Source: an optimization exercise on an open RTL-to-GDS flow (aim: small area and a short achievable clock period). Production flows keep margins and buffers that such runs may drop.
In this exercise RTL edits were held to simulation tests only and were not proved equivalent to the original.
No driver is modelled on the clock port, so clock power and skew are understated where the tree is cut down; a real chip needs a root buffer or a tree.
No activity file was given, so power comes from the tool's default toggle rates.

Setup of run 1:
==> flow/design.v <==
package que_hs_pkg;
   localparam int WORD_WIDTH    = 256;
   localparam int DEFAULT_DEPTH = 8;
endpackage
module que_ptr
#(
   parameter int N = que_hs_pkg::DEFAULT_DEPTH - 1
) (
   input  logic         clk,
   input  logic         rst,
   input  logic         inc,
   input  logic         clr,
   output logic [N-1:0] ptr,
   output logic [N-1:0] ptr_d
);
   always_comb begin
      if (rst || clr) begin
         ptr_d = N'(1);
      end else if (inc) begin
         ptr_d = {ptr[N-2:0], ptr[N-1]};
      end else begin
         ptr_d = ptr;
      end
   end
   always_ff @(posedge clk) begin
      ptr <= ptr_d;
   end
endmodule
module que_hs
#(
   parameter int WIDTH    = que_hs_pkg::WORD_WIDTH,
   parameter int DEPTH    = que_hs_pkg::DEFAULT_DEPTH,
   parameter int AF_LEVEL = DEPTH - 1,
   parameter int AE_LEVEL = 1
) (
   input  logic                       clk,
   input  logic                       rst,
   input  logic                       flush,
   input  logic                       in_valid,
   output logic                       in_ready,
   input  logic [WIDTH-1:0]           in_data,
   output logic                       out_valid,
   input  logic                       out_ready,
   output logic [WIDTH-1:0]           out_data,
   output logic [$clog2(DEPTH+1)-1:0] count,
   output logic                       almost_full,
   output logic                       almost_empty,
   output logic                       overflow
);
   localparam int CW = $clog2(DEPTH + 1);
   localparam int MD = DEPTH - 1;    
   logic [DEPTH:0] occ_q, occ_d;
   logic [CW-1:0]  cnt_q;
   logic           in_ready_q, out_valid_q, af_q, ae_q, ovf_q;
   logic push, pop, drop, up, dn;
   assign push = in_valid  & ~occ_q[DEPTH];
   assign pop  = out_ready & ~occ_q[0];
   assign drop = in_valid  &  occ_q[DEPTH];
   assign up   = push & ~pop;
   assign dn   = pop & ~push;
   always_comb begin
      if (flush)   occ_d = (DEPTH+1)'(1);
      else if (up) occ_d = {occ_q[DEPTH-1:0], 1'b0};
      else if (dn) occ_d = {1'b0, occ_q[DEPTH:1]};
      else         occ_d = occ_q;
   end
   function automatic logic [CW-1:0] occ_count(input logic [DEPTH:0] oh);
      occ_count = '0;
      for (int n = 0; n <= DEPTH; n++) begin
         occ_count = occ_count | ({CW{oh[n]}} & CW'(n));
      end
   endfunction
   function automatic logic occ_ge(input logic [DEPTH:0] oh, input int lvl);
      occ_ge = 1'b0;
      for (int n = 0; n <= DEPTH; n++) begin
         if (n >= lvl) occ_ge = occ_ge | oh[n];
      end
   endfunction
   function automatic logic occ_le(input logic [DEPTH:0] oh, input int lvl);
      occ_le = 1'b0;
      for (int n = 0; n <= DEPTH; n++) begin
         if (n <= lvl) occ_le = occ_le | oh[n];
      end
   endfunction
   always_ff @(posedge clk) begin
      if (rst) begin
         occ_q       <= (DEPTH+1)'(1);
         cnt_q       <= '0;
         in_ready_q  <= 1'b1;
         out_valid_q <= 1'b0;
         af_q        <= 1'b0;
         ae_q        <= 1'b1;
         ovf_q       <= 1'b0;
      end else begin
         occ_q       <= occ_d;
         cnt_q       <= occ_count(occ_d);
         in_ready_q  <= ~occ_d[DEPTH];
         out_valid_q <= ~occ_d[0];
         af_q        <= occ_ge(occ_d, AF_LEVEL);
         ae_q        <= occ_le(occ_d, AE_LEVEL);
         ovf_q       <= flush ? 1'b0 : (ovf_q | drop);
      end
   end
   logic          wr_inc, rd_inc;
   logic [MD-1:0] wr_oh, rd_oh, rd_oh_d;
   logic [MD-1:0] rdm_q;            
   assign wr_inc = push & ~occ_q[0] & ~(occ_q[1] & out_ready);
   assign rd_inc = out_ready & (|rdm_q);
   que_ptr #(.N(MD)) u_wr (
      .clk   (clk),
      .rst   (rst),
      .inc   (wr_inc),
      .clr   (flush),
      .ptr   (wr_oh),
      .ptr_d ()
   );
   que_ptr #(.N(MD)) u_rd (
      .clk   (clk),
      .rst   (rst),
      .inc   (rd_inc),
      .clr   (flush),
      .ptr   (rd_oh),
      .ptr_d (rd_oh_d)
   );
   always_ff @(posedge clk) begin
      if (rst) begin
         rdm_q <= '0;
      end else begin
         rdm_q <= (occ_d[0] | occ_d[1]) ? '0 : rd_oh_d;
      end
   end
   logic [MD-1:0][WIDTH-1:0] mem_q;
   logic [WIDTH-1:0]         out_q, out_d;
   for (genvar k = 0; k < MD; k++) begin : g_mem
      always_ff @(posedge clk) begin
         if (wr_oh[k] & ~occ_q[DEPTH]) begin
            mem_q[k] <= in_data;
         end
      end
   end
   logic          sel_in, sel_hold;
   logic [MD-1:0] sel_mem;
   assign sel_in   = occ_q[0] | (out_ready & occ_q[1]);
   assign sel_hold = ~occ_q[0] & ~out_ready;
   assign sel_mem  = {MD{out_ready}} & rdm_q;
   always_comb begin
      out_d = ({WIDTH{sel_in}} & in_data) | ({WIDTH{sel_hold}} & out_q);
      for (int k = 0; k < MD; k++) begin
         out_d = out_d | ({WIDTH{sel_mem[k]}} & mem_q[k]);
      end
   end
   always_ff @(posedge clk) begin
      out_q <= out_d;
   end
   assign in_ready     = in_ready_q;
   assign out_valid    = out_valid_q;
   assign out_data     = out_q;
   assign count        = cnt_q;
   assign almost_full  = af_q;
   assign almost_empty = ae_q;
   assign overflow     = ovf_q;
endmodule
clock: 5.0 ns
lec_check: 0
cap_margin: 20
core_margin: 2
core_utilization: 65
place_density: 0.75
setup_slack_margin: 3.0
slew_margin: 20
standard.sh (not shown) runs the stock make flow with config.mk's settings and CLKGATE_MAP_FILE= SYNTH_SCRIPT=/design/flow/synth_recipe.tcl, a recipe that flattens the netlist after the stock synthesis.
==> flow/flow/run.sh <==
#!/bin/bash
# Standard ORFS layout (the standard.sh, standard synthesis unchanged) with
# three layout choices changed:
#  - ports are buffered with plain buffers (sky130_fd_sc_hd__buf_2) instead of
#    the resizer's default pick;
#  - the resizer may change a cell's footprint when it sizes it;
#  - the clock tree is a balanced two-level tree (flow/my_cts.tcl, hooked in
#    through PRE_CTS_TCL) instead of TritonCTS's tree.
set -euo pipefail
here=$(cd "$(dirname "$0")" && pwd)
bash standard.sh \
  "BUFFER_PORTS_ARGS=-buffer_cell sky130_fd_sc_hd__buf_2" \
  MATCH_CELL_FOOTPRINT=0 \
  "PRE_CTS_TCL=$here/cts_hook.tcl" \
  finish > flow_make.log 2>&1
Other scripts of this flow, unchanged in this note and not shown: flow/flow/cts_hook.tcl, flow/flow/my_cts.tcl
Run 1 was carried through to the last stage, and its layout satisfied the timing, design-rule and antenna checks.
The following lists how run 2 was set up differently from run 1:
- SETUP_SLACK_MARGIN now 2.9, was 3.0
- CORE_UTILIZATION now 55, was 65
- PLACE_DENSITY no longer set, was 0.75
Notes after the runs:
- On cell leakage power, run 2 does better than run 1.
- Across both runs, area of the core region was higher for run 2 than for run 1.
- When the final numbers for run 2 and run 1 were put side by side, the overall power consumption turned out to be greater in run 1.
- Internal power component: run 2 vs run 1 down 0.93%
- Run 1 leaves more setup margin than run 2.
Input changes introduced in run 3 (baseline for comparison: run 2):
- SETUP_SLACK_MARGIN: 2.9 -> 3.2
### Flow results
- Compared with run 2, in run 3 layout overhead on the synthesized area shows an increase of 10 points, share of the clock period used by the worst path shows a reduction of 1.1 points, routed length on met3 now larger.
- Diff run 3..run 2 | final count of hold timing violations | unchanged
- Setup slack for run 3 is higher than for run 2.
- Number of multi-input combinational cells in the layout delta (run 3 -> run 2): insignificant
- Run 3 | status: complete | timing, DRC, antenna: pass
- From run 2 to run 3 the numbers moved as follows: global-route wire length before repair now sits higher; cell area rose by 9.0%; multi-input gate area in the final layout rose by about 11%.
- Share of the final layout cell area in sequential cells came out lower on run 3 than on run 2.
- Summary: with run 2 as the reference, post-CTS repair timing setup buffer count in run 3 moved up by more than 100%.
No run of this note takes its clock network from TritonCTS; it comes from the design's own scripts or RTL.

re-timing with driven ports:
How much do the figures lean on ideal ports? The routed layouts below were timed once more, with nothing changed but the port constraints. Step 1 assumes that a clkbuf_16 drives the clock port and a buf_2 every other input. Step 2 moves the port delays by t, midway between the first and last clock arrival at a register: inputs arrive t later, outputs are due t later. That takes back most of the time a late clock gives input paths. Slacks: ideal / step 1 / step 2; pairs: ideal / step 1.
run	t, ns	slack for setup (ns)	worst hold slack (ns)
run 1	0.720	2.898 / 2.750 / 2.287	0.480 / 0.480 / 0.480
run 2	0.718	2.848 / 2.747 / 2.342	0.471 / 0.471 / 0.471
run 3	0.735	2.904 / 2.728 / 2.350	0.473 / 0.473 / 0.473
After both steps every run listed still meets setup and hold. For run 1, which loses most, drivers alone change the setup slack by -0.148 ns; drivers and shift together by -0.611 ns.
